This design comes from an exercise in tuning for small area, a short achievable clock period and few clock cycles per item on the open sky130 flow, not from production work. At most, simulation tests tie the RTL to the original design; equivalence was not proved.

==> module clyde_andxor, before the edit <==
module clyde_andxor (
    input  logic a,
    input  logic b,
    input  logic c,
    output logic y
);
    assign y = (a & b) ^ c;
endmodule
==> module clyde_sbox_col, before the edit <==
module clyde_sbox_col (
    input  logic [3:0] x,
    output logic [3:0] y
);
    clyde_andxor u_y1 (.a(x[0]), .b(x[1]), .c(x[2]), .y(y[1]));
    clyde_andxor u_y0 (.a(x[3]), .b(x[0]), .c(x[1]), .y(y[0]));
    clyde_andxor u_y3 (.a(y[1]), .b(x[3]), .c(x[0]), .y(y[3]));
    clyde_andxor u_y2 (.a(y[0]), .b(y[1]), .c(x[3]), .y(y[2]));
endmodule
==> flow/config.mk <==
export PLATFORM = sky130hd
export DESIGN_NAME = clyde_top
export DESIGN_NICKNAME = clyde_top
export VERILOG_FILES = /design/flow/design.v
export SDC_FILE = /design/flow/constraint.sdc
export NUM_CORES = 4
export LEC_CHECK = 0
export CAP_MARGIN = 20
export CORE_MARGIN = 2
export CORE_UTILIZATION = 40
export SETUP_SLACK_MARGIN = 2.4
export SLEW_MARGIN = 20
export SYNTH_HIERARCHICAL = 1
==> flow/constraint.sdc <==
create_clock -name core_clock -period 6.0 [get_ports {clk}]
set_input_delay 1.2000 -clock core_clock [delete_from_list [all_inputs] [get_ports {clk}]]
set_output_delay 1.2000 -clock core_clock [all_outputs]
set_load 0.01 [all_outputs]
standard.sh (not shown) runs the stock make flow with config.mk's settings and CLKGATE_MAP_FILE= SYNTH_SCRIPT=/design/flow/synth_recipe.tcl, a recipe that flattens the netlist after the stock synthesis.
==> flow/flow/run.sh <==
#!/bin/bash
# Standard layout, with plain buf_1 cells as the port buffers in place of the
# delay buffers buffer_ports picks by default. Every port still gets a buffer.
set -euo pipefail
export BUFFER_PORTS_ARGS="-buffer_cell sky130_fd_sc_hd__buf_1"
bash standard.sh > standard_flow.log 2>&1
Testbench counts at the start, summed over its fixed seeds: cycles 1,800, blocks 256.
Rerun with:
--- a/flow/design.v
+++ b/flow/design.v
@@ -34,26 +34,18 @@
     end
 endmodule
 `default_nettype wire
 `timescale 1ns/1ps
 `default_nettype none
-module clyde_andxor (
-    input  logic a,
-    input  logic b,
-    input  logic c,
-    output logic y
-);
-    assign y = (a & b) ^ c;
-endmodule
 module clyde_sbox_col (
     input  logic [3:0] x,
     output logic [3:0] y
 );
-    clyde_andxor u_y1 (.a(x[0]), .b(x[1]), .c(x[2]), .y(y[1]));
-    clyde_andxor u_y0 (.a(x[3]), .b(x[0]), .c(x[1]), .y(y[0]));
-    clyde_andxor u_y3 (.a(y[1]), .b(x[3]), .c(x[0]), .y(y[3]));
-    clyde_andxor u_y2 (.a(y[0]), .b(y[1]), .c(x[3]), .y(y[2]));
+    assign y[1] = (x[0] & x[1]) ^ x[2];
+    assign y[0] = (x[3] & x[0]) ^ x[1];
+    assign y[3] = (y[1] & x[3]) ^ x[0];
+    assign y[2] = (y[0] & y[1]) ^ x[3];
 endmodule
 module clyde_sbox_layer (
     input  logic [127:0] state_in,
     output logic [127:0] state_out
 );
After rerunning:
- The changed run finished with timing, DRC and antenna clean
- global-route usage is lower by 0.21 points
- critical path depth went down by 4
- area after synthesis came out higher by 11%
- worst setup slack got worse by 0.0043 ns
- final cell count rose by 12%
No functional check of the RTL was part of the second run of this note.

---

The RTL this note starts from:
==> flow/design.v <==
`timescale 1ns/1ps
`default_nettype none
module clyde_ctrl (
    input  logic       clk,
    input  logic       arst_n,
    input  logic       start,
    output logic       busy,
    output logic       idle,
    output logic       done,
    output logic       cmd_load,
    output logic [3:0] w_even,
    output logic [3:0] w_odd
);
    localparam logic [3:0] W_INIT = 4'b0001;
    localparam logic [3:0] W_LAST = 4'b1100;
    logic [3:0] w_q;
    logic       last_step;
    logic [3:0] w_after;
    assign w_even    = w_q;
    assign w_odd     = {w_q[2:0], w_q[3] ^ w_q[0]};
    assign w_after   = {w_odd[2:0], w_odd[3] ^ w_odd[0]};
    assign idle      = ~busy;
    assign cmd_load  = start & idle;
    assign last_step = (w_q == W_LAST);
    always_ff @(posedge clk) begin
        w_q <= busy ? w_after : W_INIT;
    end
    always_ff @(posedge clk or negedge arst_n) begin
        if (!arst_n) begin
            busy <= 1'b0;
            done <= 1'b0;
        end else begin
            done <= busy & last_step;
            busy <= cmd_load | (busy & ~last_step);
        end
    end
endmodule
`default_nettype wire
`timescale 1ns/1ps
`default_nettype none
module clyde_andxor (
    input  logic a,
    input  logic b,
    input  logic c,
    output logic y
);
    assign y = (a & b) ^ c;
endmodule
module clyde_sbox_col (
    input  logic [3:0] x,
    output logic [3:0] y
);
    clyde_andxor u_y1 (.a(x[0]), .b(x[1]), .c(x[2]), .y(y[1]));
    clyde_andxor u_y0 (.a(x[3]), .b(x[0]), .c(x[1]), .y(y[0]));
    clyde_andxor u_y3 (.a(y[1]), .b(x[3]), .c(x[0]), .y(y[3]));
    clyde_andxor u_y2 (.a(y[0]), .b(y[1]), .c(x[3]), .y(y[2]));
endmodule
module clyde_sbox_col_late (
    input  logic [3:0] x,
    output logic [3:0] y
);
    logic n01;
    logic m11;
    clyde_andxor u_y1 (.a(x[0]), .b(x[1]), .c(x[2]), .y(y[1]));
    clyde_andxor u_y0 (.a(x[3]), .b(x[0]), .c(x[1]), .y(y[0]));
    clyde_andxor u_y3 (.a(y[1]), .b(x[3]), .c(x[0]), .y(y[3]));
    assign n01 = ~(x[0] & y[1]);
    assign m11 = x[1] & y[1];
    clyde_andxor u_y2 (.a(x[3]), .b(n01), .c(m11), .y(y[2]));
endmodule
module clyde_sbox_layer #(
    parameter bit LATE_X3 = 1'b0
) (
    input  logic [127:0] state_in,
    output logic [127:0] state_out
);
    for (genvar c = 0; c < 32; c++) begin : g_col
        if (LATE_X3) begin : g_late
            clyde_sbox_col_late u_col (
                .x ({state_in[96+c], state_in[64+c], state_in[32+c], state_in[c]}),
                .y ({state_out[96+c], state_out[64+c], state_out[32+c], state_out[c]})
            );
        end else begin : g_std
            clyde_sbox_col u_col (
                .x ({state_in[96+c], state_in[64+c], state_in[32+c], state_in[c]}),
                .y ({state_out[96+c], state_out[64+c], state_out[32+c], state_out[c]})
            );
        end
    end
endmodule
`default_nettype wire
`timescale 1ns/1ps
`default_nettype none
module clyde_lbox_layer (
    input  logic [127:0] state_in,
    input  logic [3:0]   w_value,
    output logic [127:0] state_out
);
    localparam int LB_ROT_A = 12;
    localparam int LB_ROT_B = 3;
    logic [31:0] r0, r1, r2, r3;
    logic [31:0] x_new0, y_new0, x_new1, y_new1;
    assign r0 = state_in[31:0];
    assign r1 = state_in[63:32];
    assign r2 = state_in[95:64];
    assign r3 = state_in[127:96];
    assign x_new0 = r0 ^ {r1[LB_ROT_A-1:0], r1[31:LB_ROT_A]};
    assign x_new1 = r2 ^ {r3[LB_ROT_A-1:0], r3[31:LB_ROT_A]};
    assign y_new0 = r1 ^ {x_new0[LB_ROT_B-1:0], x_new0[31:LB_ROT_B]};
    assign y_new1 = r3 ^ {x_new1[LB_ROT_B-1:0], x_new1[31:LB_ROT_B]};
    assign state_out = {y_new1[31:1], y_new1[0] ^ w_value[3],
                        x_new1[31:1], x_new1[0] ^ w_value[2],
                        y_new0[31:1], y_new0[0] ^ w_value[1],
                        x_new0[31:1], x_new0[0] ^ w_value[0]};
endmodule
`default_nettype wire
`default_nettype none
module clyde_lbox_x (
    input  logic [127:0] state_in,
    output logic [31:0]  x_new0,
    output logic [31:0]  x_new1
);
    localparam int LB_ROT_A = 12;
    logic [31:0] r0, r1, r2, r3;
    assign r0 = state_in[31:0];
    assign r1 = state_in[63:32];
    assign r2 = state_in[95:64];
    assign r3 = state_in[127:96];
    assign x_new0 = r0 ^ {r1[LB_ROT_A-1:0], r1[31:LB_ROT_A]};
    assign x_new1 = r2 ^ {r3[LB_ROT_A-1:0], r3[31:LB_ROT_A]};
endmodule
`default_nettype wire
`timescale 1ns/1ps
`default_nettype none
module clyde_tweakey (
    input  logic         clk,
    input  logic         busy,
    input  logic         idle,
    input  logic [3:0]   w_value,
    input  logic [127:0] tweak,
    input  logic [127:0] key,
    output logic [127:0] tk_value
);
    logic [127:0] tweak_q;
    logic [127:0] tweak_d;
    assign tweak_d = ({128{busy}} & {tweak_q[63:0], tweak_q[63:0] ^ tweak_q[127:64]})
                   | ({128{idle}} & tweak);
    always_ff @(posedge clk) begin
        tweak_q <= tweak_d;
    end
    assign tk_value = key ^ tweak_d ^ {{31'd0, busy & w_value[3]}, {31'd0, busy & w_value[2]},
                                       {31'd0, busy & w_value[1]}, {31'd0, busy & w_value[0]}};
endmodule
`default_nettype wire
`timescale 1ns/1ps
`default_nettype none
module clyde_datapath (
    input  logic         clk,
    input  logic [127:0] data_in,
    input  logic [127:0] key,
    input  logic [127:0] tweak,
    input  logic         busy,
    input  logic         idle,
    input  logic         cmd_load,
    input  logic [3:0]   w_even,
    input  logic [3:0]   w_odd,
    output logic [127:0] data_out
);
    logic [127:0] state_q;
    logic [127:0] state_d;
    logic [127:0] sbox_a, lbox_a, sbox_b;
    logic [31:0]  x_new0, x_new1;
    logic [127:0] sel_d;
    logic [127:0] part_d;
    logic [63:0]  y_mix;
    logic [127:0] tk_value;
    clyde_sbox_layer u_sbox_a (.state_in(state_q), .state_out(sbox_a));
    clyde_lbox_layer u_lbox_a (.state_in(sbox_a), .w_value(w_even), .state_out(lbox_a));
    clyde_sbox_layer #(.LATE_X3(1'b1)) u_sbox_b (.state_in(lbox_a), .state_out(sbox_b));
    clyde_lbox_x     u_lbox_b (.state_in(sbox_b), .x_new0(x_new0), .x_new1(x_new1));
    clyde_tweakey u_tweakey (
        .clk      (clk),
        .busy     (busy),
        .idle     (idle),
        .w_value  (w_odd),
        .tweak    (tweak),
        .key      (key),
        .tk_value (tk_value)
    );
    assign sel_d  = {sbox_b[127:96], x_new1, sbox_b[63:32], x_new0};
    assign part_d = (({128{busy}} & sel_d) | ({128{idle}} & data_in)) ^ tk_value;
    assign y_mix = {x_new1[2:0], x_new1[31:3], x_new0[2:0], x_new0[31:3]};
    assign state_d[31:0]   = part_d[31:0];
    assign state_d[95:64]  = part_d[95:64];
    for (genvar i = 0; i < 32; i++) begin : g_ymix
        clyde_andxor u_y0 (.a(busy), .b(y_mix[i]),    .c(part_d[32+i]), .y(state_d[32+i]));
        clyde_andxor u_y1 (.a(busy), .b(y_mix[32+i]), .c(part_d[96+i]), .y(state_d[96+i]));
    end
    always_ff @(posedge clk) begin
        if (busy | cmd_load) begin
            state_q <= state_d;
        end
    end
    assign data_out = state_q;
endmodule
`default_nettype wire
`timescale 1ns/1ps
`default_nettype none
module clyde_top (
    input  logic         clk,
    input  logic         arst_n,
    input  logic         start,
    input  logic [127:0] data_in,
    input  logic [127:0] key,
    input  logic [127:0] tweak,
    output logic [127:0] data_out,
    output logic         busy,
    output logic         done
);
    logic       cmd_load;
    logic       idle;
    logic [3:0] w_even;
    logic [3:0] w_odd;
    clyde_ctrl u_ctrl (
        .clk      (clk),
        .arst_n   (arst_n),
        .start    (start),
        .busy     (busy),
        .idle     (idle),
        .done     (done),
        .cmd_load (cmd_load),
        .w_even   (w_even),
        .w_odd    (w_odd)
    );
    clyde_datapath u_datapath (
        .clk      (clk),
        .data_in  (data_in),
        .key      (key),
        .tweak    (tweak),
        .busy     (busy),
        .idle     (idle),
        .cmd_load (cmd_load),
        .w_even   (w_even),
        .w_odd    (w_odd),
        .data_out (data_out)
    );
endmodule
`default_nettype wire
Settings: LEC_CHECK=0, CAP_MARGIN=20, CORE_MARGIN=2, CORE_UTILIZATION=50, SETUP_SLACK_MARGIN=2.0, SLEW_MARGIN=20, SYNTH_HIERARCHICAL=1; clock period 6.0 ns.
==> flow/flow/run.sh <==
#!/bin/bash
# Standard layout, with plain buf_1 cells as the port buffers in place of the
# delay buffers buffer_ports picks by default (every port still gets a
# buffer), and a clock tree built from mid-size clock buffers without
# dummy loads.
set -euo pipefail
export BUFFER_PORTS_ARGS="-buffer_cell sky130_fd_sc_hd__buf_1"
export CTS_ARGS="-sink_clustering_enable -repair_clock_nets -dont_use_dummy_load -buf_list {sky130_fd_sc_hd__clkbuf_4 sky130_fd_sc_hd__clkbuf_8}"
bash standard.sh > standard_flow.log 2>&1
The baseline ran to the end with no violations.
Testbench counts at the start, summed over its fixed seeds: cycles 1,800, blocks 256.
Change:
--- a/flow/design.v
+++ b/flow/design.v
@@ -5,7 +5,6 @@
     input  logic       arst_n,
     input  logic       start,
     output logic       busy,
-    output logic       idle,
     output logic       done,
     output logic       cmd_load,
     output logic [3:0] w_even,
@@ -19,8 +18,7 @@
     assign w_even    = w_q;
     assign w_odd     = {w_q[2:0], w_q[3] ^ w_q[0]};
     assign w_after   = {w_odd[2:0], w_odd[3] ^ w_odd[0]};
-    assign idle      = ~busy;
-    assign cmd_load  = start & idle;
+    assign cmd_load  = start & ~busy;
     assign last_step = (w_q == W_LAST);
     always_ff @(posedge clk) begin
         w_q <= busy ? w_after : W_INIT;
@@ -114,42 +112,22 @@
                         x_new0[31:1], x_new0[0] ^ w_value[0]};
 endmodule
 `default_nettype wire
-`default_nettype none
-module clyde_lbox_x (
-    input  logic [127:0] state_in,
-    output logic [31:0]  x_new0,
-    output logic [31:0]  x_new1
-);
-    localparam int LB_ROT_A = 12;
-    logic [31:0] r0, r1, r2, r3;
-    assign r0 = state_in[31:0];
-    assign r1 = state_in[63:32];
-    assign r2 = state_in[95:64];
-    assign r3 = state_in[127:96];
-    assign x_new0 = r0 ^ {r1[LB_ROT_A-1:0], r1[31:LB_ROT_A]};
-    assign x_new1 = r2 ^ {r3[LB_ROT_A-1:0], r3[31:LB_ROT_A]};
-endmodule
-`default_nettype wire
 `timescale 1ns/1ps
 `default_nettype none
 module clyde_tweakey (
     input  logic         clk,
     input  logic         busy,
-    input  logic         idle,
-    input  logic [3:0]   w_value,
     input  logic [127:0] tweak,
     input  logic [127:0] key,
     output logic [127:0] tk_value
 );
     logic [127:0] tweak_q;
     logic [127:0] tweak_d;
-    assign tweak_d = ({128{busy}} & {tweak_q[63:0], tweak_q[63:0] ^ tweak_q[127:64]})
-                   | ({128{idle}} & tweak);
+    assign tweak_d = busy ? {tweak_q[63:0], tweak_q[63:0] ^ tweak_q[127:64]} : tweak;
     always_ff @(posedge clk) begin
         tweak_q <= tweak_d;
     end
-    assign tk_value = key ^ tweak_d ^ {{31'd0, busy & w_value[3]}, {31'd0, busy & w_value[2]},
-                                       {31'd0, busy & w_value[1]}, {31'd0, busy & w_value[0]}};
+    assign tk_value = key ^ tweak_d;
 endmodule
 `default_nettype wire
 `timescale 1ns/1ps
@@ -160,7 +138,6 @@
     input  logic [127:0] key,
     input  logic [127:0] tweak,
     input  logic         busy,
-    input  logic         idle,
     input  logic         cmd_load,
     input  logic [3:0]   w_even,
     input  logic [3:0]   w_odd,
@@ -168,38 +145,26 @@
 );
     logic [127:0] state_q;
     logic [127:0] state_d;
-    logic [127:0] sbox_a, lbox_a, sbox_b;
-    logic [31:0]  x_new0, x_new1;
-    logic [127:0] sel_d;
-    logic [127:0] part_d;
-    logic [63:0]  y_mix;
+    logic [127:0] sbox_a, lbox_a, sbox_b, lbox_b;
     logic [127:0] tk_value;
     clyde_sbox_layer u_sbox_a (.state_in(state_q), .state_out(sbox_a));
     clyde_lbox_layer u_lbox_a (.state_in(sbox_a), .w_value(w_even), .state_out(lbox_a));
     clyde_sbox_layer #(.LATE_X3(1'b1)) u_sbox_b (.state_in(lbox_a), .state_out(sbox_b));
-    clyde_lbox_x     u_lbox_b (.state_in(sbox_b), .x_new0(x_new0), .x_new1(x_new1));
+    clyde_lbox_layer u_lbox_b (.state_in(sbox_b), .w_value(w_odd), .state_out(lbox_b));
     clyde_tweakey u_tweakey (
         .clk      (clk),
         .busy     (busy),
-        .idle     (idle),
-        .w_value  (w_odd),
         .tweak    (tweak),
         .key      (key),
         .tk_value (tk_value)
     );
-    assign sel_d  = {sbox_b[127:96], x_new1, sbox_b[63:32], x_new0};
-    assign part_d = (({128{busy}} & sel_d) | ({128{idle}} & data_in)) ^ tk_value;
-    assign y_mix = {x_new1[2:0], x_new1[31:3], x_new0[2:0], x_new0[31:3]};
-    assign state_d[31:0]   = part_d[31:0];
-    assign state_d[95:64]  = part_d[95:64];
-    for (genvar i = 0; i < 32; i++) begin : g_ymix
-        clyde_andxor u_y0 (.a(busy), .b(y_mix[i]),    .c(part_d[32+i]), .y(state_d[32+i]));
-        clyde_andxor u_y1 (.a(busy), .b(y_mix[32+i]), .c(part_d[96+i]), .y(state_d[96+i]));
+    always_comb begin
+        if (busy)          state_d = lbox_b ^ tk_value;
+        else if (cmd_load) state_d = data_in ^ tk_value;
+        else               state_d = state_q;
     end
     always_ff @(posedge clk) begin
-        if (busy | cmd_load) begin
-            state_q <= state_d;
-        end
+        state_q <= state_d;
     end
     assign data_out = state_q;
 endmodule
@@ -218,7 +183,6 @@
     output logic         done
 );
     logic       cmd_load;
-    logic       idle;
     logic [3:0] w_even;
     logic [3:0] w_odd;
     clyde_ctrl u_ctrl (
@@ -226,7 +190,6 @@
         .arst_n   (arst_n),
         .start    (start),
         .busy     (busy),
-        .idle     (idle),
         .done     (done),
         .cmd_load (cmd_load),
         .w_even   (w_even),
@@ -238,7 +201,6 @@
         .key      (key),
         .tweak    (tweak),
         .busy     (busy),
-        .idle     (idle),
         .cmd_load (cmd_load),
         .w_even   (w_even),
         .w_odd    (w_odd),
After rerunning: Non-clock buffer count shrinks by 4. Clock-buffer cell count shrinks by 2. Die area grows by 2.8%. Via count shrinks by 7.7%. Final area grows by 4.2%. First-iteration DRC count shrinks by 31%. Global-route usage shrinks by 2.9 points. Cell count hardly moves. Synthesized cell count shrinks by 1.5%. Hold slack improved by 20 ps.
Function not checked in the second run of this note: the RTL went through the layout flow alone.

## port drivers added, routing unchanged
How much do the figures lean on ideal ports? The routed layouts below were timed once more, with nothing changed but the port constraints.
Step 1 (the two cells are an assumption about what drives the block):
set clk [get_ports {clk}]
set_driving_cell -lib_cell sky130_fd_sc_hd__clkbuf_16 $clk
set_driving_cell -lib_cell sky130_fd_sc_hd__buf_2 [delete_from_list [all_inputs] $clk]
Step 2 adds t to the input delays and takes it off the output delays; t is the mean of the earliest and latest rising clock arrival at the registers after step 1. Input paths then give back, and output paths get back, about the clock's delay inside the block.
Three values: ideal, step 1, step 2; two values: the first two.
run | t (ns) | setup slack, ns | worst setup path at the end
the first run of note 1 | 0.637 | 2.423 / 2.423 / 2.423 | register to register
the second run of note 1 | 0.621 | 2.419 / 2.419 / 2.419 | register to register
the first run of note 2 | 0.652 | 2.144 / 2.144 / 2.144 | register to register
the second run of note 2 | 0.659 | 2.083 / 2.083 / 2.083 | register to register
After both steps setup and hold are still met in every run listed.
